What follows belongs to an exercise in optimizing a design on an open flow for small area and a short achievable clock period; a production flow would make more cautious choices.
At most, simulation tests tie the RTL to the original design; equivalence was not proved.
Function not checked in run 1: the RTL went through the layout flow alone.

## flow/design.v (module list and top-level ports; edited modules follow where they fit)
// module fpm_top: 773 lines
// module fpm_fa: 4 lines
// module fpm_bsel: 3 lines
// module fpm_ao22: 3 lines
// module fpm_ao21: 3 lines
// module fpm_ao4: 4 lines
// module fpm_aoi22: 3 lines
// module fpm_aoi21: 3 lines
// module fpm_oai21: 3 lines
// module fpm_nand2: 3 lines
// module fpm_nor2: 3 lines
// module fpm_xnor2: 3 lines
// module fpm_xor2: 3 lines
module fpm_top (
  input  logic        clk,
  input  logic        rst_n,
  input  logic [2:0]  r_mode,
  input  logic [31:0] fp_x,
  input  logic [31:0] fp_y,
  output logic [31:0] fp_z,
  output logic        ovrf,
  output logic        udrf
);
  // ...
==> flow/flow/run.sh <==
#!/bin/bash
# The standard synthesis and layout; repair aims for 7 ns of setup slack
set -euo pipefail
bash standard.sh synth > synth.log 2>&1
bash standard.sh finish SETUP_SLACK_MARGIN=7 "BUFFER_PORTS_ARGS=-buffer_cell sky130_fd_sc_hd__buf_2" > layout.log 2>&1
==> flow/standard.sh <==
#!/bin/bash
# synth_recipe.tcl (not shown) runs the flow's synth.tcl, then flattens the netlist and writes it again
# the make line also repeats each setting of config.mk as NAME=value (left out here)
make -C /OpenROAD-flow-scripts/flow DESIGN_CONFIG=/design/flow/config.mk WORK_HOME=/design/flow/orfs CLKGATE_MAP_FILE= SYNTH_SCRIPT=/design/flow/synth_recipe.tcl "${@:-finish}"
==> flow/config.mk <==
export PLATFORM = sky130hd
export DESIGN_NAME = fpm_top
export DESIGN_NICKNAME = fpm_top
export VERILOG_FILES = /design/flow/design.v
export SDC_FILE = /design/flow/constraint.sdc
export NUM_CORES = 4
export LEC_CHECK = 0
export CAP_MARGIN = 20
export CORE_MARGIN = 2
export CORE_UTILIZATION = 55
export CTS_BUF_LIST = sky130_fd_sc_hd__clkbuf_4 sky130_fd_sc_hd__clkbuf_8
export SLEW_MARGIN = 20
export SYNTH_HIERARCHICAL = 1
==> flow/constraint.sdc <==
create_clock -name core_clock -period 12.5 [get_ports {clk}]
set_input_delay 2.5000 -clock core_clock [delete_from_list [all_inputs] [get_ports {clk}]]
set_output_delay 2.5000 -clock core_clock [all_outputs]
set_load 0.01 [all_outputs]
==> results.cfg, run 1 <==
[logic_synthesis]
synth_compound_area_share_pct = 20.6
synth_mux_area_share_pct = 0.297
yosys.area_share.simple_pct = 7.30
synthesis.area_sq_um = 18100
synth_top_cells_by_count = 320 x xor2_1, 264 x fa_1, 244 x a22o_1
synth_edf_count = 0
syn_area_per_cell_sq_um = 10.5

[final_layout]
multi_input_area_share_pct = 74.4
largestClassByArea = multi-input combinational cells
diodes = 0
regArea_sq_um = 2450

[clock_network]
cts_made_buffers = 17
clock_sinks = 122
htreeDepth = 4

[critical_path]
path_depth = 8
cp.required_ps = 10000
r2r-start = bone_q[2]
path_delay_family = simple AND/OR/NAND/NOR gates
slowest_delay_ps = 520
crit_chain = ha_1 -> and3_1 -> and3_1 -> and2_1 -> nand3_1 -> xor2_1 -> o22ai_1 -> buf_2

[routing]
wl_met3_mm = 4.68
drt-total-wl_mm = 55.4
routed.top_layer = met4
wl_met2_mm = 24.6

[global_routing]
globalRouteTotalUtil_pct = 33.2
grt_pass1_vias = 14679
grt_pass1_wl_mm = 85.6
antenna_found_initial = 0

[place]
portBuffers = 102
dp_cells = 2314
place_congestion = 0.853

[die]
die_w_um = 185

[sta]
whs_ps = 331
finalSetupViolCount = 0
fmax_mhz = 185

[flow_run]
drv_cap = 0

[outcome]
status = no timing/DRC/antenna violations

[worst_hold_path]
min_to = rne2_q
==> run 2, diff against run 1 <==
--- a/flow/design.v
+++ b/flow/design.v
@@ -45,50 +45,54 @@
   assign nx_i = &ex_i & |fp_x[22:0];
   assign ny_i = &ey_i & |fp_y[22:0];
   logic sg_i;
   assign sg_i = fp_x[31] ^ fp_y[31];
   logic [9:0]  eb_q;    
   logic        nan_q, inf_q, zer_q, sg_q;
   logic        rne_q, rmm_q, rdir_q;   
   logic        v_q;     
-  logic [22:0] fx_q, fy_q;
+  logic [22:0] fx_q, fyn_q;    
+  logic [22:0] fy_q;
+  assign fy_q = ~fyn_q;
   logic [10:0] bneg_q;
-  logic [11:0] bone_q, btwo_q;
+  logic [11:0] bonen_q, btwon_q;    
   always_ff @(posedge clk) begin
     eb_q   <= {2'b00, ex_i} + {2'b00, ey_i} - 10'd127;
     nan_q  <= nx_i | ny_i | (ix_i & zy_i) | (iy_i & zx_i);
     inf_q  <= ix_i | iy_i;
     zer_q  <= zx_i | zy_i;
     sg_q   <= sg_i;
     rne_q  <= (r_mode == 3'd0);
     rmm_q  <= (r_mode == 3'd4);
     rdir_q <= ((r_mode == 3'd2) & sg_i) | ((r_mode == 3'd3) & ~sg_i);
     v_q    <= rst_n;
-    fy_q   <= fp_y[22:0];
+    fyn_q  <= ~fp_y[22:0];
     bneg_q <= bneg_i[10:0];
-    bone_q <= bone_i;
-    btwo_q <= btwo_i;
+    bonen_q <= ~bone_i;
+    btwon_q <= ~btwo_i;
   end
   logic [23:0] my;
   assign my = {1'b1, fy_q};
   logic [24:0] mw_i;
   assign mw_i = {1'b1, fp_x[22:0], 1'b0};
   logic [11:0] bneg_i, bone_i, btwo_i;
   always_comb begin
     for (int i = 0; i < 12; i++) begin
       bneg_i[i] = mw_i[2*i+2];
       bone_i[i] = mw_i[2*i+1] ^ mw_i[2*i];
       btwo_i[i] = (mw_i[2*i+2] & ~mw_i[2*i+1] & ~mw_i[2*i]) | (~mw_i[2*i+2] & mw_i[2*i+1] & mw_i[2*i]);
     end
   end
   logic [11:0] bneg, bone, btwo;
   assign bneg = {1'b1, bneg_q};
-  assign bone = bone_q;
-  assign btwo = btwo_q;
+  assign bone = ~bonen_q;
+  assign btwo = ~btwon_q;
+  logic [25:0] myxn;   
+  assign myxn = {2'b10, fyn_q, 1'b1};
   logic [25:0] myx;   
   assign myx = {1'b0, my, 1'b0};
   logic [24:0] pp0;
   logic [24:0] pp1;
   logic [24:0] pp2;
   logic [24:0] pp3;
   logic [24:0] pp4;
   logic [24:0] pp5;
@@ -97,104 +101,104 @@
   logic [24:0] pp8;
   logic [24:0] pp9;
   logic [24:0] pp10;
   logic [24:0] pp11;
   assign pp11[0]  = ~(bone[11] & my[0]);
   assign pp11[23] = ~(bone[11] | (btwo[11] & my[22]));
   assign pp11[24] = ~btwo[11];
   for (genvar j = 1; j < 23; j++) begin : g_pp11
-    fpm_aoi22 u_mag (.one(bone[11]), .two(btwo[11]), .a(myx[j+1]), .b(myx[j]), .y(pp11[j]));
+    fpm_o22a u_mag (.s1n(bonen_q[11]), .s2n(btwon_q[11]), .an(myxn[j+1]), .bn(myxn[j]), .y(pp11[j]));
   end
   assign pp0[0]  = (bone[0] & my[0]) ^ bneg[0];
   assign pp0[23] = (bone[0] | (btwo[0] & my[22])) ^ bneg[0];
   assign pp0[24] = btwo[0] ^ bneg[0];
   for (genvar j = 1; j < 23; j++) begin : g_pp0
     logic m;
-    fpm_ao22 u_mag (.one(bone[0]), .two(btwo[0]), .a(myx[j+1]), .b(myx[j]), .y(m));
+    fpm_o22ai u_mag (.s1n(bonen_q[0]), .s2n(btwon_q[0]), .an(myxn[j+1]), .bn(myxn[j]), .y(m));
     fpm_xor2 u_neg (.a(m), .b(bneg[0]), .y(pp0[j]));
   end
   assign pp1[0]  = (bone[1] & my[0]) ^ bneg[1];
   assign pp1[23] = (bone[1] | (btwo[1] & my[22])) ^ bneg[1];
   assign pp1[24] = btwo[1] ^ bneg[1];
   for (genvar j = 1; j < 23; j++) begin : g_pp1
     logic m;
-    fpm_ao22 u_mag (.one(bone[1]), .two(btwo[1]), .a(myx[j+1]), .b(myx[j]), .y(m));
+    fpm_o22ai u_mag (.s1n(bonen_q[1]), .s2n(btwon_q[1]), .an(myxn[j+1]), .bn(myxn[j]), .y(m));
     fpm_xor2 u_neg (.a(m), .b(bneg[1]), .y(pp1[j]));
   end
   assign pp2[0]  = (bone[2] & my[0]) ^ bneg[2];
   assign pp2[23] = (bone[2] | (btwo[2] & my[22])) ^ bneg[2];
   assign pp2[24] = btwo[2] ^ bneg[2];
   for (genvar j = 1; j < 23; j++) begin : g_pp2
     logic m;
-    fpm_ao22 u_mag (.one(bone[2]), .two(btwo[2]), .a(myx[j+1]), .b(myx[j]), .y(m));
+    fpm_o22ai u_mag (.s1n(bonen_q[2]), .s2n(btwon_q[2]), .an(myxn[j+1]), .bn(myxn[j]), .y(m));
     fpm_xor2 u_neg (.a(m), .b(bneg[2]), .y(pp2[j]));
   end
   assign pp3[0]  = (bone[3] & my[0]) ^ bneg[3];
   assign pp3[23] = (bone[3] | (btwo[3] & my[22])) ^ bneg[3];
   assign pp3[24] = btwo[3] ^ bneg[3];
   for (genvar j = 1; j < 23; j++) begin : g_pp3
     logic m;
-    fpm_ao22 u_mag (.one(bone[3]), .two(btwo[3]), .a(myx[j+1]), .b(myx[j]), .y(m));
+    fpm_o22ai u_mag (.s1n(bonen_q[3]), .s2n(btwon_q[3]), .an(myxn[j+1]), .bn(myxn[j]), .y(m));
     fpm_xor2 u_neg (.a(m), .b(bneg[3]), .y(pp3[j]));
   end
   assign pp4[0]  = (bone[4] & my[0]) ^ bneg[4];
   assign pp4[23] = (bone[4] | (btwo[4] & my[22])) ^ bneg[4];
   assign pp4[24] = btwo[4] ^ bneg[4];
   for (genvar j = 1; j < 23; j++) begin : g_pp4
     logic m;
-    fpm_ao22 u_mag (.one(bone[4]), .two(btwo[4]), .a(myx[j+1]), .b(myx[j]), .y(m));
+    fpm_o22ai u_mag (.s1n(bonen_q[4]), .s2n(btwon_q[4]), .an(myxn[j+1]), .bn(myxn[j]), .y(m));
     fpm_xor2 u_neg (.a(m), .b(bneg[4]), .y(pp4[j]));
   end
   assign pp5[0]  = (bone[5] & my[0]) ^ bneg[5];
   assign pp5[23] = (bone[5] | (btwo[5] & my[22])) ^ bneg[5];
   assign pp5[24] = btwo[5] ^ bneg[5];
   for (genvar j = 1; j < 23; j++) begin : g_pp5
     logic m;
-    fpm_ao22 u_mag (.one(bone[5]), .two(btwo[5]), .a(myx[j+1]), .b(myx[j]), .y(m));
+    fpm_o22ai u_mag (.s1n(bonen_q[5]), .s2n(btwon_q[5]), .an(myxn[j+1]), .bn(myxn[j]), .y(m));
     fpm_xor2 u_neg (.a(m), .b(bneg[5]), .y(pp5[j]));
   end
   assign pp6[0]  = (bone[6] & my[0]) ^ bneg[6];
   assign pp6[23] = (bone[6] | (btwo[6] & my[22])) ^ bneg[6];
   assign pp6[24] = btwo[6] ^ bneg[6];
   for (genvar j = 1; j < 23; j++) begin : g_pp6
     logic m;
-    fpm_ao22 u_mag (.one(bone[6]), .two(btwo[6]), .a(myx[j+1]), .b(myx[j]), .y(m));
+    fpm_o22ai u_mag (.s1n(bonen_q[6]), .s2n(btwon_q[6]), .an(myxn[j+1]), .bn(myxn[j]), .y(m));
     fpm_xor2 u_neg (.a(m), .b(bneg[6]), .y(pp6[j]));
   end
   assign pp7[0]  = (bone[7] & my[0]) ^ bneg[7];
   assign pp7[23] = (bone[7] | (btwo[7] & my[22])) ^ bneg[7];
   assign pp7[24] = btwo[7] ^ bneg[7];
   for (genvar j = 1; j < 23; j++) begin : g_pp7
     logic m;
-    fpm_ao22 u_mag (.one(bone[7]), .two(btwo[7]), .a(myx[j+1]), .b(myx[j]), .y(m));
+    fpm_o22ai u_mag (.s1n(bonen_q[7]), .s2n(btwon_q[7]), .an(myxn[j+1]), .bn(myxn[j]), .y(m));
     fpm_xor2 u_neg (.a(m), .b(bneg[7]), .y(pp7[j]));
   end
   assign pp8[0]  = (bone[8] & my[0]) ^ bneg[8];
   assign pp8[23] = (bone[8] | (btwo[8] & my[22])) ^ bneg[8];
   assign pp8[24] = btwo[8] ^ bneg[8];
   for (genvar j = 1; j < 23; j++) begin : g_pp8
     logic m;
-    fpm_ao22 u_mag (.one(bone[8]), .two(btwo[8]), .a(myx[j+1]), .b(myx[j]), .y(m));
+    fpm_o22ai u_mag (.s1n(bonen_q[8]), .s2n(btwon_q[8]), .an(myxn[j+1]), .bn(myxn[j]), .y(m));
     fpm_xor2 u_neg (.a(m), .b(bneg[8]), .y(pp8[j]));
   end
   assign pp9[0]  = (bone[9] & my[0]) ^ bneg[9];
   assign pp9[23] = (bone[9] | (btwo[9] & my[22])) ^ bneg[9];
   assign pp9[24] = btwo[9] ^ bneg[9];
   for (genvar j = 1; j < 23; j++) begin : g_pp9
     logic m;
-    fpm_ao22 u_mag (.one(bone[9]), .two(btwo[9]), .a(myx[j+1]), .b(myx[j]), .y(m));
+    fpm_o22ai u_mag (.s1n(bonen_q[9]), .s2n(btwon_q[9]), .an(myxn[j+1]), .bn(myxn[j]), .y(m));
     fpm_xor2 u_neg (.a(m), .b(bneg[9]), .y(pp9[j]));
   end
   assign pp10[0]  = (bone[10] & my[0]) ^ bneg[10];
   assign pp10[23] = (bone[10] | (btwo[10] & my[22])) ^ bneg[10];
   assign pp10[24] = btwo[10] ^ bneg[10];
   for (genvar j = 1; j < 23; j++) begin : g_pp10
     logic m;
-    fpm_ao22 u_mag (.one(bone[10]), .two(btwo[10]), .a(myx[j+1]), .b(myx[j]), .y(m));
+    fpm_o22ai u_mag (.s1n(bonen_q[10]), .s2n(btwon_q[10]), .an(myxn[j+1]), .bn(myxn[j]), .y(m));
     fpm_xor2 u_neg (.a(m), .b(bneg[10]), .y(pp10[j]));
   end
   logic t1, t2, t3, t4, t5, t6, t7, t8, t9, t10, t11, t12, t13, t14, t15, t16, t17, t18, t19, t20, t21, t22, t23, t24, t25, t26, t27, t28, t29, t30, t31, t32, t33, t34, t35, t36, t37, t38, t39, t40, t41, t42, t43, t44, t45, t46, t47, t48, t49, t50, t51, t52, t53, t54, t55, t56, t57, t58, t59, t60, t61, t62, t63, t64, t65, t66, t67, t68, t69, t70, t71, t72, t73, t74, t75, t76, t77, t78, t79, t80, t81, t82, t83, t84, t85, t86, t87, t88, t89, t90, t91, t92, t93, t94, t95, t96, t97, t98, t99, t100, t101, t102, t103, t104, t105, t106, t107, t108, t109, t110, t111, t112, t113, t114, t115, t116, t117, t118, t119, t120, t121, t122, t123, t124, t125, t126, t127, t128, t129, t130, t131, t132, t133, t134, t135, t136, t137, t138, t139, t140, t141, t142, t143, t144, t145, t146, t147, t148, t149, t150, t151, t152, t153, t154, t155, t156, t157, t158, t159, t160, t161, t162, t163, t164, t165, t166, t167, t168, t169, t170, t171, t172, t173, t174, t175, t176, t177, t178, t179, t180, t181, t182, t183, t184, t185, t186, t187, t188, t189, t190, t191, t192, t193, t194, t195, t196, t197, t198, t199, t200, t201, t202, t203, t204, t205, t206, t207, t208, t209, t210, t211, t212, t213, t214, t215, t216, t217, t218, t219, t220, t221, t222, t223, t224, t225, t226, t227, t228, t229, t230, t231, t232, t233, t234, t235, t236, t237, t238, t239, t240, t241, t242, t243, t244, t245, t246, t247, t248, t249, t250, t251, t252, t253, t254, t255, t256, t257, t258, t259, t260, t261, t262, t263, t264, t265, t266, t267, t268, t269, t270, t271, t272, t273, t274, t275, t276, t277, t278, t279, t280, t281, t282, t283, t284, t285, t286, t287, t288, t289, t290, t291, t292, t293, t294, t295, t296, t297, t298, t299, t300, t301, t302, t303, t304, t305, t306, t307, t308, t309, t310, t311, t312, t313, t314, t315, t316, t317, t318, t319, t320, t321, t322, t323, t324, t325, t326, t327, t328, t329, t330, t331, t332, t333, t334, t335, t336, t337, t338, t339, t340, t341, t342, t343, t344, t345, t346, t347, t348, t349, t350, t351, t352, t353, t354, t355, t356, t357, t358, t359, t360, t361, t362, t363, t364, t365, t366, t367, t368, t369, t370, t371, t372, t373, t374, t375, t376, t377, t378, t379, t380, t381, t382, t383, t384, t385, t386, t387, t388, t389, t390, t391, t392, t393, t394, t395, t396, t397, t398, t399, t400, t401, t402, t403, t404, t405, t406, t407, t408, t409, t410, t411, t412, t413, t414, t415, t416, t417, t418, t419, t420, t421, t422, t423, t424, t425, t426, t427, t428, t429, t430, t431, t432, t433, t434, t435, t436, t437, t438, t439, t440, t441, t442, t443, t444, t445, t446, t447, t448, t449, t450, t451, t452, t453, t454, t455, t456, t457, t458, t459, t460, t461, t462, t463, t464, t465, t466, t467, t468, t469, t470, t471, t472, t473, t474, t475, t476, t477, t478, t479, t480, t481, t482, t483, t484, t485, t486, t487, t488, t489, t490, t491, t492, t493, t494, t495, t496, t497, t498, t499, t500, t501, t502, t503, t504, t505, t506, t507, t508, t509, t510, t511, t512, t513, t514, t515, t516, t517, t518, t519, t520, t521, t522, t523, t524, t525, t526, t527, t528, t529, t530, t531, t532, t533, t534, t535, t536, t537, t538, t539, t540, t541, t542, t543, t544, t545, t546, t547, t548, t549, t550, t551, t552, t553, t554, t555, t556, t557, t558, t559, t560, t561, t562, t563, t564, t565, t566, t567, t568;
   assign t1 = bneg[8] ^ pp0[16];
   assign t2 = bneg[8] & pp0[16];
   assign t3 = pp0[17] ^ pp1[15];
   assign t4 = pp0[17] & pp1[15];
   fpm_fa u_t5 (.a(bneg[9]), .b(pp0[18]), .c(pp1[16]), .s(t5), .co(t6));
@@ -809,16 +813,22 @@
 endmodule
 module fpm_ao21 (input logic g, input logic p, input logic c, output logic y);
   assign y = g | (p & c);
 endmodule
 module fpm_ao4 (input logic s1, input logic s2, input logic s3, input logic s4,
                 input logic a, input logic b, input logic c, input logic d, output logic y);
   assign y = (s1 & a) | (s2 & b) | (s3 & c) | (s4 & d);
 endmodule
+module fpm_o22ai (input logic s1n, input logic s2n, input logic an, input logic bn, output logic y);
+  assign y = ~((s1n | an) & (s2n | bn));
+endmodule
+module fpm_o22a (input logic s1n, input logic s2n, input logic an, input logic bn, output logic y);
+  assign y = (s1n | an) & (s2n | bn);
+endmodule
 module fpm_aoi22 (input logic one, input logic two, input logic a, input logic b, output logic y);
   assign y = ~((one & a) | (two & b));
 endmodule
 module fpm_aoi21 (input logic g, input logic p, input logic c, output logic y);
   assign y = ~(g | (p & c));
 endmodule
 module fpm_oai21 (input logic g, input logic p, input logic c, output logic y);
   assign y = ~(g & (p | c));
==> results.cfg, run 2 <==
[die]
core_sq_um = 31400
die_h_um = 182
die_w_um = 182
rows = 65
die-area_sq_um = 33100
start_util_pct = 55.4
ios = 103

[logic_synthesis]
synth_cell_types = 57
yosysTopAreaCell = fa_1
synth_fp_nets = 2218
ys_ff_latch = 122
synth_async_sr_flop_share_pct = 0
synth_edf_count = 0
synth_top_area_share_pct = 30.4
synthesis.area_sq_um = 17400
synth_seq_area_share_pct = 14.0
yosys-top-cells-area = fa_1 30%, xor2_1 15%, dfxtp_1 14%
syn_area_per_cell_sq_um = 9.77
yosys_warnings = 7
post-synth-top-count-cell = xor2_1
synth_top_cells_by_count = 291 x xor2_1, 264 x fa_1, 252 x o22ai_1
synth_ff_type = dfxtp_1
synthCells = 1781

[clock_network]
cts_tree = yes
path_clk_slew_ps = 80
insertion_delay_ps = 480
clock_sinks = 122
clock_tree.buffer_depth = 2
cts_made_buffers = 17
cts_root_buf = clkbuf_8
htreeDepth = 4

[routing]
viasPerCell = 6.25
antenna_left = 0
drtIter0Drc = 1380
drc = 0
drt-total-wl_mm = 54.9
vias = 14785
firstDrtPassIters = 6
wl_per_cell_um = 23.2

[final_layout]
finalNonFillerCells = 2367
drive_above_1_share_pct = 15.1
nets = 2390
top_register = p_q
regArea_sq_um = 2510
layout_commonest_cell = xor2_1
area_growth_pct = 12.1
final_cell_mix = 291 x xor2_1, 264 x fa_1, 250 x o22ai_1
fill_cells = 2715
stdcell_area_sq_um = 19500
reg_top3 = p_q (26), fyn_q (23)
largest_reg_flops = 26
diodes = 0
multiInputGateArea_sq_um = 14400

[critical_path]
cp.arrival_ps = 2850
reg2reg_depth = 17
crit_fanout = 7
cp-start-kind = flip-flop
cp.required_ps = 10000
cp-end-kind = primary output
worstSetupPathType = flip-flop to primary output

[global_routing]
grt_start_max_net_pins = 28
globalRouteTotalUtil_pct = 33.9
overflow = 0
antenna_found_initial = 0
grt_pass1_wl_mm = 86.3
grt_pass1_vias = 15452

[sta]
finalCriticalPeriod_ps = 5350
fmax_mhz = 187
fin_setup_tns_ps = 0
worst_pin_slew_ps = 670
hold_viol_final = 0
slew_viol_final = 0
slew_headroom_pct = 55.3
finClkSkew_ps = 19.1
rsz0062_at_grt = yes
whs_ps = 332
finalSetupViolCount = 0
fin_crit_sh_pct = 42.8

[place]
place_area_sq_um = 18700
place_congestion = 0.919
portBuffers = 102
dp_cells = 2314
dp_hpwl_mm = 38.4

[worst_hold_path]
hold_depth = 0
min_path_type = flip-flop to flip-flop

[flow_run]
drv_cap = 0

[outcome]
status = no timing/DRC/antenna violations
## run 2: cell types whose count changed in the layout (fill, tap and decap cells not counted), moves of 14 or more
cell | previous run | this run
dfxtp_1 | 120 | 103
a22o_1 | 244 | 2
inv_1 | 109 | 145
o22ai_1 | 15 | 250
o22a_1 | 0 | 22
dfxtp_4 | 1 | 16
a22oi_2 | 22 | 0
nor2_1 | 53 | 91
xor2_1 | 315 | 291
nand2_1 | 97 | 83
buf_4 | 19 | 35
xnor2_1 | 68 | 88
## run 2: path summary, 6_finish.rpt
check,start,end,slack (ps)
worst min-delay path,rne_q,rne2_q,330
worst max register to register,bneg_q[0],p_q[16],7170
worst min register to register,rne_q,rne2_q,330
worst max-delay path,p_q[7],fp_z[22],7150
## run 2: kinds of logic after synthesis
| logic type | share of synthesized area [%] |
|---|---|
| adders and majority gates | 37.9 |
| other | 0.0216 |
| DFF | 14.0 |
| buffers and inverters | 3.56 |
| xor gates and xnor gates | 19.1 |
| AOI/OAI and AO/OA | 17.5 |
| and+or+nand+nor | 7.69 |
| muxes | 0.244 |
## run 2: stage by stage
step | worst slack, ps | util [%]
2_1_floorplan | 7030 | -
3_3_place_gp | 6530 | 59.5
3_5_place_dp | 6410 | 59.5
4_1_cts | 7040 | 61.0
5_1_grt | 6980 | 62.1
6_report | 7150 | 62.1
## run 2: critical path, stage by stage, from the launching register on
cell      delay [ps]
dfxtp_1          520
nand3_1          220
or2_0            260
or3_1            400
or4_1            500
xor2_1           170
o221ai_2         150
buf_2            170
## run 2: final cells by class
class | count | share of cell area, %
inverter | 147 | 2.87
sequential | 122 | 12.8
tap | 402 | 2.58
multi-input combinational | 1497 | 73.9
clock inverter | 12 | 0.526
timing repair buffer | 168 | 6.02
clock buffer | 19 | 1.31
## run 2: metal layers
| layer | vias up | wire length, um | track usage [%] | share of wire (%) |
|---|---|---|---|---|
| li1 | 6606 | - | - | - |
| met5 | - | 0 | 0 | 0 |
| met1 | 7186 | 22300 | 44.5 | 41 |
| met3 | 142 | 5970 | 9.91 | 11 |
| met2 | 851 | 24700 | 53.1 | 45 |
| met4 | 0 | 1860 | 13.3 | 3.4 |
## run 2: timing repair
action	4_1_cts	5_1_grt
buffers inserted	3	18
hold buffers	0	0
endpoints found under the setup margin	32	25
pin swaps	2	6
gates cloned	0	1
resized for setup	33	53
## run 2: per-module statistics from Yosys (local to each module, per instance), a selection
| module | flip-flops and latches | copies in the design | cell area, sq um | cells |
|---|---|---|---|---|
| fpm_xnor2 | 0 | 13 | 8.76 | 1 |
| fpm_nand2 | 0 | 44 | 3.75 | 1 |
| fpm_nor2 | 0 | 25 | 3.75 | 1 |
| fpm_o22ai | 0 | 242 | 6.26 | 1 |
| fpm_top | 122 | 1 | 7110 | 818 |
| fpm_aoi21 | 0 | 59 | 8.76 | 1 |
| fpm_oai21 | 0 | 40 | 5.00 | 1 |
| fpm_o22a | 0 | 22 | 8.76 | 1 |
==> run 3, diff against run 2 <==
--- a/flow/config.mk
+++ b/flow/config.mk
@@ -8,6 +8,6 @@
 export CAP_MARGIN = 20
 export CORE_MARGIN = 2
 export CORE_UTILIZATION = 55
-export CTS_BUF_LIST = sky130_fd_sc_hd__clkbuf_4 sky130_fd_sc_hd__clkbuf_8
+export CTS_BUF_LIST = sky130_fd_sc_hd__clkbuf_8
 export SLEW_MARGIN = 20
 export SYNTH_HIERARCHICAL = 1
==> results.cfg, run 3 <==
[place]
portBuffers = 102
place_area_sq_um = 18700
place_congestion = 0.919
dp_hpwl_mm = 38.4
place_ws_ps = 6410

[clock_network]
path_clk_slew_ps = 80
insertion_delay_ps = 480
cts_root_buf = clkbuf_8
htreeDepth = 4
clock_sinks = 122
clock_tree.buffer_depth = 2
cts_made_buffers = 17
cts_tree = yes

[global_routing]
overflow = 0
globalRouteTotalUtil_pct = 33.9
grt_start_max_net_pins = 28
grt_pass1_vias = 15453
grt_pass1_wl_mm = 86.4
antenna_found_initial = 0

[routing]
drc = 0
drt-total-wl_mm = 54.9
firstDrtPassIters = 9
wl_per_cell_um = 23.2
viasPerCell = 6.27
drtIter0Drc = 1425
antenna_left = 0
vias = 14838

[sta]
hold_viol_final = 0
fin_setup_tns_ps = 0
worst_pin_slew_ps = 672
slew_headroom_pct = 55.1
finalCriticalPeriod_ps = 5340
fin_crit_sh_pct = 42.7
rsz0062_at_grt = yes
finalSetupViolCount = 0
slew_viol_final = 0
whs_ps = 332
fin_ws_ps = 7160
fmax_mhz = 187
finClkSkew_ps = 17.4

[die]
start_util_pct = 55.4
die-area_sq_um = 33100
die_w_um = 182
die_h_um = 182
rows = 65
ios = 103
core_sq_um = 31400

[critical_path]
path_delay_family = simple AND/OR/NAND/NOR gates
cp.arrival_ps = 2840
crit_fanout = 7
path_buf_inv = 1
worstSetupPathType = flip-flop to primary output
cp-end-kind = primary output
slowest_delay_ps = 510
cpMaxStageDelayCell = dfxtp_1
cp.required_ps = 10000
cp-start-kind = flip-flop
crit_chain = nand3_1 -> or2_0 -> or3_1 -> or4_1 -> xor2_1 -> o221ai_2 -> buf_2

[logic_synthesis]
synth_async_sr_flop_share_pct = 0
synth_cell_types = 57
yosysTopAreaCell = fa_1
synth_seq_area_share_pct = 14.0
synthesis.area_sq_um = 17400
syn_area_per_cell_sq_um = 9.77
synth_ff_type = dfxtp_1
synth_top_area_share_pct = 30.4
synth_fp_nets = 2218
yosys-top-cells-area = fa_1 30%, xor2_1 15%, dfxtp_1 14%
synthCells = 1781
post-synth-top-count-cell = xor2_1
synth_edf_count = 0
ys_ff_latch = 122
synth_top_cells_by_count = 291 x xor2_1, 264 x fa_1, 252 x o22ai_1
yosys_warnings = 7

[final_layout]
drive_above_1_share_pct = 15.0
final_cell_mix = 291 x xor2_1, 264 x fa_1, 250 x o22ai_1
nets = 2390
layout_commonest_cell = xor2_1
diodes = 0
stdcell_area_sq_um = 19500
reg_top3 = p_q (26), fyn_q (23)
largest_reg_flops = 26
area_growth_pct = 12.1
top_register = p_q

[flow_run]
drv_cap = 0

[outcome]
status = no timing/DRC/antenna violations

[worst_hold_path]
min_path_type = flip-flop to flip-flop
run 3: cells by family after synthesis:
group                      after synthesis  share of synthesized area (%)
buffers and inverters                  162                           3.56
DFF                                    122                           14.0
xor gates and xnor gates               380                           19.1
other                                    1                         0.0216
adders and majority gates              368                           37.9
and+or+nand+nor                        283                           7.69
AOI/OAI and AO/OA                      461                           17.5
muxes                                    4                          0.244
run 3: worst paths after layout:
| path | from | endpoint | slack [ps] | cells past startpoint |
|---|---|---|---|---|
| worst max-delay path | p_q[7] | fp_z[22] | 7160 | 7 |
| worst min register to register | rne_q | rne2_q | 330 | 0 |
| worst max register to register | bneg_q[0] | p_q[19] | 7190 | 17 |
| worst min-delay path | rne_q | rne2_q | 330 | 0 |
run 3: worst register-to-register path, stage by stage (launching register included):
cell and delay, ps:
dfxtp_2 440, buf_12 210, clkinvlp_4 180, xnor2_2 180, fa_1 540, fa_1 520, fa_1 470, fa_1 550
fa_1 410, ha_1 380, nand2_1 150, nor2_2 250, nand2_1 130, nor2_1 200, a21oi_4 130, buf_4 170
o21ai_1 160, xor2_1 180
run 3: through the flow:
step / instances / utilization, %
5_1_grt: 2367 / 62.1
6_report: 2367 / 62.1
3_5_place_dp: 2314 / 59.5
3_3_place_gp: 2314 / 59.5
2_1_floorplan: 1781 / -
4_1_cts: 2348 / 61.0
run 3: routing by layer:
metal / up-vias / wire length, um / track usage [%] / part of all wire, %
met5: - / 0 / 0 / 0
met4: 0 / 1890 / 13.3 / 3.4
met3: 152 / 5980 / 9.91 / 11
met2: 887 / 24700 / 53.1 / 45
met1: 7192 / 22300 / 44.5 / 41
li1: 6607 / - / - / -
run 3: layout make-up:
class	count	area, sq um
Multi-Input combinational cell	1497	14400
Fill cell	2715	11900
Sequential cell	122	2510
Timing Repair Buffer	168	1170
Inverter	147	559
Tap cell	402	503
Clock buffer	18	248
Clock inverter	13	106
run 3: per-module statistics from Yosys, one instance, submodules excluded:
module     flip-flops and latches  times used  cell area, sq um
fpm_aoi21                       0          59              8.76
fpm_fa                          0         263              20.0
fpm_nand2                       0          44              3.75
fpm_nor2                        0          25              3.75
fpm_o22a                        0          22              8.76
fpm_o22ai                       0         242              6.26
fpm_oai21                       0          40              5.00
fpm_top                       122           1              7110
fpm_xnor2                       0          13              8.76
fpm_xor2                        0         255              8.76
run 3: timing repair:
item / CTS / global route
pin swaps: 2 / 6
resized for setup: 33 / 53
endpoints found under the setup margin: 32 / 25
cloned: 0 / 1
hold buffers: 0 / 0
buffers inserted: 3 / 18
==> run 4, diff against run 3 <==
==> flow/flow/run.sh (replaced) <==
#!/bin/bash
# The standard synthesis and layout; repair aims for 7.25 ns of setup slack
set -euo pipefail
bash standard.sh synth > synth.log 2>&1
bash standard.sh finish SETUP_SLACK_MARGIN=7.25 "BUFFER_PORTS_ARGS=-buffer_cell sky130_fd_sc_hd__buf_2" > layout.log 2>&1
==> results.cfg, run 4 <==
[global_routing]
globalRouteTotalUtil_pct = 33.6
overflow = 0
grt_start_max_net_pins = 28
grt_pass1_wl_mm = 85.5
antenna_found_initial = 1
grt_pass1_vias = 15291

[critical_path]
cpMaxStageDelayCell = or4_4
slowest_delay_ps = 480
cp.arrival_ps = 2630
r2r-start = bneg_q[0]
crit_fanout = 8
worstSetupPathType = flip-flop to primary output
rrSetupSlack_ps = 7390
crit_chain = nand4_4 -> or2_1 -> or3_4 -> or4_4 -> xor2_1 -> o221ai_2 -> buf_2
cp-start-kind = flip-flop
cp-end-kind = primary output
reg2reg_depth = 17
cp.required_ps = 10000
reg2reg_to = p_q[11]

[clock_network]
cts_tree = yes
cts_made_buffers = 17
cts_root_buf = clkbuf_8
path_clk_slew_ps = 80
ctsHoldBuffers = 0
htreeDepth = 4
insertion_delay_ps = 470
clock_tree.buffer_depth = 2
clock_sinks = 122

[worst_hold_path]
min_path_type = flip-flop to flip-flop
hp-start = rmm_q
hold_depth = 0
min_to = rmm2_q

[die]
die-area_sq_um = 33100
rows = 65
core_sq_um = 31400
ios = 103
die_w_um = 182
die_h_um = 182
start_util_pct = 55.4

[logic_synthesis]
synth_edf_count = 0
yosys-top-cells-area = fa_1 30%, xor2_1 15%, dfxtp_1 14%
yosysTopAreaCell = fa_1
synth_async_sr_flop_share_pct = 0
synth_seq_area_share_pct = 14.0
synth_top_area_share_pct = 30.4
ys_ff_latch = 122
synthCells = 1781
syn_area_per_cell_sq_um = 9.77
synth_top_cells_by_count = 291 x xor2_1, 264 x fa_1, 252 x o22ai_1
synth_ff_type = dfxtp_1
synth_fp_nets = 2218
post-synth-top-count-cell = xor2_1
synthesis.area_sq_um = 17400
synth_cell_types = 57
yosys_warnings = 7

[outcome]
status = no timing/DRC/antenna violations

[final_layout]
top_register = p_q
area_growth_pct = 15.5
fin_util_pct = 64.0
drive_above_1_share_pct = 18.1
multiInputGateArea_sq_um = 14600
fill_cells = 2642
regArea_sq_um = 2550
final_cell_mix = 291 x xor2_1, 258 x fa_1, 247 x o22ai_1
largest_reg_flops = 26
reg_top3 = p_q (26), fyn_q (23)
diodes = 0
layout_commonest_cell = xor2_1
nets = 2411

[sta]
rsz0062_at_grt = yes
fmax_mhz = 195
finClkSkew_ps = 10.3
fin_crit_sh_pct = 41.0
hold_viol_final = 0
slew_headroom_pct = 54.2
finalCriticalPeriod_ps = 5130
slew_viol_final = 0
finalSetupViolCount = 0
worst_pin_slew_ps = 687
fin_setup_tns_ps = 0

[routing]
wl_per_cell_um = 23.4
vias = 15019
drc = 0
firstDrtPassIters = 5
drtIter0Drc = 1330
viasPerCell = 6.29
antenna_left = 0
drt-total-wl_mm = 55.9

[place]
portBuffers = 102
place_congestion = 0.929
dp_hpwl_mm = 38.4

[flow_run]
drv_cap = 0
[run 4: cell counts after synthesis]
No cell type changed its count.
[run 4: how the worst max path moves through the flow]
| stage | startpoint | to | depth (start not counted) |
|---|---|---|---|
| floorplan | bneg_q[4] | p_q[14] | 15 |
| global placement | fyn_q[22] | p_q[14] | 16 |
| detailed placement | fyn_q[22] | p_q[20] | 16 |
| CTS | p_q[8] | fp_z[22] | 7 |
| global route | bneg_q[2] | p_q[13] | 17 |
| finish | p_q[9] | fp_z[22] | 7 |
[run 4: worst max-delay path: cells and delay by family (launching register included)]
family,cells,cell delay [ps]
buf+inv,1,160
flops,1,390
compound gates,1,160
xor+xnor,1,160
simple gates,4,1300
[run 4: what timing repair did]
action	CTS	global route
endpoints found under the setup margin	44	33
cloned	0	3
gates resized for setup	63	98
buffers inserted	11	30
pin swaps	4	15
[run 4: through the flow]
| stage | setup slack (ps) | instance area (sq um) | instances | hold slack, ps |
|---|---|---|---|---|
| global route | 7190 | 20100 | 2389 | 345 |
| global placement | 6550 | 18700 | 2313 | 312 |
| floorplan | 7260 | 17400 | 1781 | 310 |
| CTS | 7250 | 19400 | 2356 | 341 |
| finish | 7370 | 20100 | 2389 | 336 |
| detailed placement | 6450 | 18700 | 2313 | 316 |
[run 4: layout make-up]
| class | count | share of cell area, % |
|---|---|---|
| Timing Repair Buffer | 189 | 7.40 |
| Tap cell | 402 | 2.50 |
| Multi-Input combinational cell | 1497 | 72.5 |
| Sequential cell | 122 | 12.7 |
| Clock inverter | 12 | 0.735 |
| Inverter | 147 | 2.80 |
| Clock buffer | 20 | 1.37 |
[run 4: metal layers]
metal	GRT usage (%)	vias up	routed length, um
met5	0	-	0
met4	15.0	0	2600
met3	8.88	178	5870
met2	52.5	911	24900
met1	43.9	7301	22500
li1	-	6629	-
[run 4: per-module statistics from Yosys (local to each module, per instance)]
module / area [sq um] / times used / flip-flops and latches / cells inside
fpm_nor2: 3.75 / 25 / 0 / 1
fpm_o22a: 8.76 / 22 / 0 / 1
fpm_aoi21: 8.76 / 59 / 0 / 1
fpm_nand2: 3.75 / 44 / 0 / 1
fpm_xor2: 8.76 / 255 / 0 / 1
fpm_o22ai: 6.26 / 242 / 0 / 1
fpm_xnor2: 8.76 / 13 / 0 / 1
fpm_oai21: 5.00 / 40 / 0 / 1
fpm_fa: 20.0 / 263 / 0 / 1
fpm_top: 7110 / 1 / 122 / 818
[run 4: kinds of logic (layout without fill, tap and decap cells)]
group           count (synthesis)  count (layout)  synth area share (%)
simple gates                  283             283                  7.69
other cells                     1               1                0.0216
mux                             4               4                 0.244
flops                         122             122                  14.0
compound gates                461             461                  17.5
buf+inv                       162             368                  3.56
fa+ha+maj                     368             368                  37.9
xor+xnor                      380             380                  19.1
==> run 5, diff against run 4 <==
--- a/flow/config.mk
+++ b/flow/config.mk
@@ -7,7 +7,7 @@
 export LEC_CHECK = 0
 export CAP_MARGIN = 20
 export CORE_MARGIN = 2
-export CORE_UTILIZATION = 55
+export CORE_UTILIZATION = 65
 export CTS_BUF_LIST = sky130_fd_sc_hd__clkbuf_8
 export SLEW_MARGIN = 20
 export SYNTH_HIERARCHICAL = 1
==> results.cfg, run 5 <==
[final_layout]
final_cell_mix = 290 x xor2_1, 258 x fa_1, 246 x o22ai_1
reg_top3 = p_q (26), fyn_q (23)
diodes = 0
nets = 2411
drive_above_1_share_pct = 18.2
largest_reg_flops = 26
stdcell_area_sq_um = 20000
top_register = p_q
layout_commonest_cell = xor2_1
area_growth_pct = 15.0

[place]
place_congestion = 0.968
place_area_sq_um = 18600
portBuffers = 102
dp_hpwl_mm = 36.5

[routing]
drtIter0Drc = 2113
drc = 0
vias = 15354
antenna_left = 0
drt-total-wl_mm = 54.4
viasPerCell = 6.61
wl_per_cell_um = 23.4
firstDrtPassIters = 9

[clock_network]
cts_root_buf = clkbuf_8
path_clk_slew_ps = 90
htreeDepth = 4
insertion_delay_ps = 460
clock_tree.buffer_depth = 2
cts_made_buffers = 17
cts_tree = yes
clock_sinks = 122

[critical_path]
worstSetupPathType = flip-flop to flip-flop
cp.required_ps = 12870
cp.arrival_ps = 5560
cp-start-kind = flip-flop
cp-end-kind = flip-flop
crit_fanout = 26

[global_routing]
globalRouteTotalUtil_pct = 37.8
grtUsageMet2_pct = 59.4
grt_pass1_wl_mm = 82.8
use_met1_pct = 47.6
antenna_found_initial = 0
grt_start_max_net_pins = 28
use_met3_pct = 13.1
grt_busiest_layer = met2
grt_pass1_vias = 15314
overflow = 0

[sta]
slew_viol_final = 0
finalCriticalPeriod_ps = 5200
worst_pin_slew_ps = 666
fmax_mhz = 192
fin_crit_sh_pct = 41.6
finClkSkew_ps = 23.9
hold_viol_final = 0
finalSetupViolCount = 0
rsz0062_at_grt = yes
slew_headroom_pct = 55.4
fin_setup_tns_ps = 0
whs_ps = 334

[logic_synthesis]
yosys_warnings = 7
synth_cell_types = 57
synth_seq_area_share_pct = 14.0
yosysTopAreaCell = fa_1
synth_top_cells_by_count = 291 x xor2_1, 264 x fa_1, 252 x o22ai_1
syn_area_per_cell_sq_um = 9.77
post-synth-top-count-cell = xor2_1
synthesis.area_sq_um = 17400
synth_async_sr_flop_share_pct = 0
synth_edf_count = 0
synth_ff_type = dfxtp_1
synth_fp_nets = 2218
synthCells = 1781
yosys-top-cells-area = fa_1 30%, xor2_1 15%, dfxtp_1 14%
synth_top_area_share_pct = 30.4
ys_ff_latch = 122

[die]
rows = 59
ios = 103
core_sq_um = 26200
start_util_pct = 66.4
die_w_um = 168
die-area_sq_um = 28100
die_h_um = 168

[worst_hold_path]
min_path_type = flip-flop to flip-flop

[flow_run]
drv_cap = 0

[outcome]
status = no timing/DRC/antenna violations
run 5: cell counts after synthesis:
Identical to the previous run, type by type.
run 5: final timing paths:
| path | startpoint | endpoint | slack [ps] | cells past startpoint |
|---|---|---|---|---|
| setup / recovery | fyn_q[4] | p_q[20] | 7300 | 17 |
| hold / removal | rdir_q | rdir2_q | 330 | 0 |
| setup reg to reg | fyn_q[4] | p_q[20] | 7300 | 17 |
| hold reg to reg | rdir_q | rdir2_q | 330 | 0 |
run 5: Yosys stat by module (local to each module, per instance), excerpt:
module,cells,copies in the design,flip-flops and latches,cell area (sq um)
fpm_fa,1,263,0,20.0
fpm_oai21,1,40,0,5.00
fpm_nor2,1,25,0,3.75
fpm_aoi21,1,59,0,8.76
fpm_xnor2,1,13,0,8.76
fpm_o22a,1,22,0,8.76
run 5: per-layer routing:
| layer | part of all wire (%) | vias up | wire length [um] |
|---|---|---|---|
| met5 | 0.048 | - | 26 |
| met4 | 5.2 | 2 | 2830 |
| met3 | 13 | 279 | 7120 |
| met2 | 45 | 1093 | 24200 |
| met1 | 37 | 7341 | 20200 |
| li1 | - | 6639 | - |
run 5: per-stage QoR:
step,std cells,setup WS [ps],util [%]
5_1_grt,2322,7160,76.4
2_1_floorplan,1781,7260,-
3_3_place_gp,2243,6620,70.9
4_1_cts,2286,7250,73.4
6_report,2322,7300,76.4
3_5_place_dp,2243,6500,70.9
run 5: timing repair:
item / CTS / global route
cloned: 0 / 0
pin swaps: 4 / 12
setup buffers: 11 / 36
resized for setup: 64 / 106
hold buffers: 0 / 0
setup endpoints to repair: 42 / 29
run 5: kinds of logic (layout without fill, tap and decap cells):
group | count (synthesis) | count (layout) | synth area share [%]
other | 1 | 1 | 0.0216
xor gates and xnor gates | 380 | 380 | 19.1
and+or+nand+nor | 283 | 283 | 7.69
AOI/OAI and AO/OA | 461 | 461 | 17.5
adders and majority gates | 368 | 368 | 37.9
muxes | 4 | 4 | 0.244
buffers and inverters | 162 | 368 | 3.56
DFF | 122 | 122 | 14.0
run 5: cell type report:
class                           count  area, sq um
Clock buffer                       17          234
Clock inverter                     15          188
Fill cell                        1832         6200
Inverter                          147          563
Multi-Input combinational cell   1497        14500
Sequential cell                   122         2560
Tap cell                          335          419
Timing Repair Buffer              189         1500
run 5: worst max-delay path: stages (launching register included):
cell and delay (ps):
dfxtp_1 330, buf_12 170, o22ai_1 240, xor2_1 310, fa_2 540, fa_1 530
fa_2 380, fa_1 510, fa_1 420, ha_1 340, a21oi_2 150, o21ai_1 80
a21oi_2 220, o21ai_2 120, a21oi_4 170, clkinvlp_4 230, a21oi_2 200, xnor2_1 130
==> run 6, diff against run 5 <==
==> flow/flow/run.sh (replaced) <==
#!/bin/bash
# The standard synthesis and layout; repair aims for 7.25 ns of setup slack
set -euo pipefail
bash standard.sh synth > synth.log 2>&1
bash standard.sh finish SETUP_SLACK_MARGIN=7.25 "BUFFER_PORTS_ARGS=-buffer_cell sky130_fd_sc_hd__buf_2" "RECOVER_POWER=100" > layout.log 2>&1
--- a/flow/config.mk
+++ b/flow/config.mk
@@ -7,7 +7,7 @@
 export LEC_CHECK = 0
 export CAP_MARGIN = 20
 export CORE_MARGIN = 2
-export CORE_UTILIZATION = 65
+export CORE_UTILIZATION = 55
 export CTS_BUF_LIST = sky130_fd_sc_hd__clkbuf_8
 export SLEW_MARGIN = 20
 export SYNTH_HIERARCHICAL = 1
==> results.cfg, run 6 <==
[logic_synthesis]
synth_async_sr_flop_share_pct = 0
synth_top_area_share_pct = 30.4
yosysTopAreaCell = fa_1
yosys_warnings = 7
synthesis.area_sq_um = 17400
synth_seq_area_share_pct = 14.0
synth_cell_types = 57
post-synth-top-count-cell = xor2_1
synthCells = 1781
synth_ff_type = dfxtp_1
syn_area_per_cell_sq_um = 9.77
ys_ff_latch = 122
yosys-top-cells-area = fa_1 30%, xor2_1 15%, dfxtp_1 14%
synth_edf_count = 0
synth_fp_nets = 2218
synth_top_cells_by_count = 291 x xor2_1, 264 x fa_1, 252 x o22ai_1

[routing]
wl_per_cell_um = 23.5
vias = 15016
viasPerCell = 6.29
drt-total-wl_mm = 56.2
firstDrtPassIters = 6
drc = 0
antenna_left = 0
drtIter0Drc = 1329

[die]
start_util_pct = 55.4
ios = 103
rows = 65
die_w_um = 182
die_h_um = 182
core_sq_um = 31400
die-area_sq_um = 33100

[sta]
finalSetupViolCount = 0
fmax_mhz = 153
rsz0062_at_grt = yes
worst_pin_slew_ps = 1660
finalCriticalPeriod_ps = 6520
whs_ps = 337
fin_crit_sh_pct = 52.2
finClkSkew_ps = 9.24
slew_headroom_pct = -10.5
fin_setup_tns_ps = 0
slew_viol_final = 27
hold_viol_final = 0

[place]
place_congestion = 0.929
portBuffers = 102
dp_hpwl_mm = 38.4
place_area_sq_um = 18700

[clock_network]
cts_tree = yes
htreeDepth = 4
clock_sinks = 122
path_clk_slew_ps = 80
cts_root_buf = clkbuf_8
clock_tree.buffer_depth = 2
cts_made_buffers = 17
ctsHoldBuffers = 0
insertion_delay_ps = 470

[global_routing]
antenna_found_initial = 1
grt_busiest_layer = met2
grt_pass1_wl_mm = 85.5
globalRouteTotalUtil_pct = 33.6
use_met1_pct = 43.9
grt_start_max_net_pins = 28
use_met3_pct = 8.88
grtUsageMet2_pct = 52.5
overflow = 0
grt_pass1_vias = 15291

[final_layout]
drive_above_1_share_pct = 14.1
fill_cells = 2687
diodes = 0
nets = 2411
layout_commonest_cell = xor2_1
reg_top3 = p_q (26), fyn_q (23)
top_register = p_q
final_cell_mix = 291 x xor2_1, 258 x fa_1, 247 x o22ai_1
largest_reg_flops = 26
stdcell_area_sq_um = 19900
area_growth_pct = 14.4

[outcome]
so.violations = max-capacitance violations, max-slew violations
status = failed layout checks

[worst_hold_path]
min_path_type = flip-flop to flip-flop

[critical_path]
cp-start-kind = flip-flop
path_buf_inv = 4
slowest_delay_ps = 1180
cp.required_ps = 12880
cp-end-kind = flip-flop
cp.arrival_ps = 6900
cpMaxStageDelayCell = clkbuf_1
cp_common_cell = fa_1
worstSetupPathType = flip-flop to flip-flop
crit_chain = clkbuf_1 -> o22ai_1 -> xor2_1 -> fa_1 -> fa_1 -> fa_1 -> fa_1 -> inv_1 -> ha_1 -> nand2_1 -> nor2_1 -> nand2_1 -> o21ai_0 -> clkbuf_1 -> a21oi_1 -> clkbuf_1 -> o21ai_0 -> xor2_1
path_delay_family = adder cells
crit_fanout = 26

[flow_run]
drv_cap = 1
## run 6: path summary, 6_finish.rpt
kind	slack (ps)	to	depth (start not counted)	start
worst max-delay path	5980	p_q[13]	18	fyn_q[14]
worst min-delay path	340	rmm2_q	0	rmm_q
worst max register to register	5980	p_q[13]	18	fyn_q[14]
worst min register to register	340	rmm2_q	0	rmm_q
## run 6: stage by stage
step | setup WS (ps) | instances | utilization [%]
2_1_floorplan | 7260 | 1781 | -
3_3_place_gp | 6550 | 2313 | 59.5
3_5_place_dp | 6450 | 2313 | 59.5
4_1_cts | 7250 | 2356 | 61.7
5_1_grt | 5660 | 2389 | 63.4
6_report | 5980 | 2389 | 63.4
## run 6: area by class of cell
cell class              count  area [sq um]  share of cell area, %
clock buffers              20           275                   1.38
clock inverters            12           148                  0.742
inverters                 147           561                   2.82
multi-input cells        1497         14500                   72.8
flip-flops and latches    122          2550                   12.8
well taps                 402           503                   2.53
repair buffers            189          1380                   6.93
## run 6: logic make-up (layout without fill, tap and decap cells)
| family | after synthesis | in the layout | share of synthesized area [%] |
|---|---|---|---|
| AO/OA/AOI/OAI | 461 | 461 | 17.5 |
| XOR/XNOR | 380 | 380 | 19.1 |
| buffers and inverters | 162 | 368 | 3.56 |
| adder cells (fa/ha/maj) | 368 | 368 | 37.9 |
| AND/OR/NAND/NOR | 283 | 283 | 7.69 |
| flip-flops | 122 | 122 | 14.0 |
| multiplexers | 4 | 4 | 0.244 |
| other | 1 | 1 | 0.0216 |
## run 6: routing by layer
metal / routed length (um) / vias to the layer above
li1: - / 6636
met1: 22500 / 7302
met2: 24800 / 898
met3: 6050 / 180
met4: 2770 / 0
met5: 0 / -
## run 6: what timing repair did
| item | 4_1_cts | 5_1_grt |
|---|---|---|
| resized for setup | 63 | 98 |
| pin swaps | 4 | 15 |
| gates cloned | 0 | 3 |
| setup endpoints to repair | 44 | 33 |
| setup buffers | 11 | 30 |
## run 6: Yosys stat by module (local to each module, per instance), a selection
module | cells | times used
fpm_aoi21 | 1 | 59
fpm_fa | 1 | 263
fpm_nand2 | 1 | 44
fpm_nor2 | 1 | 25
fpm_o22a | 1 | 22
fpm_o22ai | 1 | 242
fpm_top | 818 | 1
fpm_xnor2 | 1 | 13
fpm_xor2 | 1 | 255

re-timing with driven ports:
How much do the figures lean on ideal ports? The routed layouts below were timed once more, with nothing changed but the port constraints.
Step 1 sets driving cells, clkbuf_16 on the clock port and buf_2 on the other inputs (assumed; they add their load-dependent delay and slew).
Step 2 adds t to the input delays and takes it off the output delays; t is the mean of the earliest and latest rising clock arrival at the registers after step 1. Input paths then give back, and output paths get back, about the clock's delay inside the block.
Three values: ideal ports, drivers, drivers and shift; two values: the first two.
run	t, ns	setup WS [ns]	hold WS [ns]	worst data-port slew with drivers (ns)	pins driven straight from the clock port
run 1	0.526	7.101 / 7.050 / 7.216	0.331 / 0.331 / 0.331	0.03	1
run 2	0.520	7.150 / 7.099 / 7.165	0.332 / 0.332 / 0.332	0.05	1
run 3	0.521	7.158 / 7.107 / 7.188	0.332 / 0.332 / 0.332	0.05	1
run 4	0.516	7.370 / 7.319 / 7.392	0.336 / 0.336 / 0.336	0.04	1
run 5	0.496	7.304 / 7.304 / 7.304	0.334 / 0.334 / 0.334	0.04	1
run 6	0.516	5.976 / 5.976 / 5.976	0.337 / 0.337 / 0.337	0.04	1
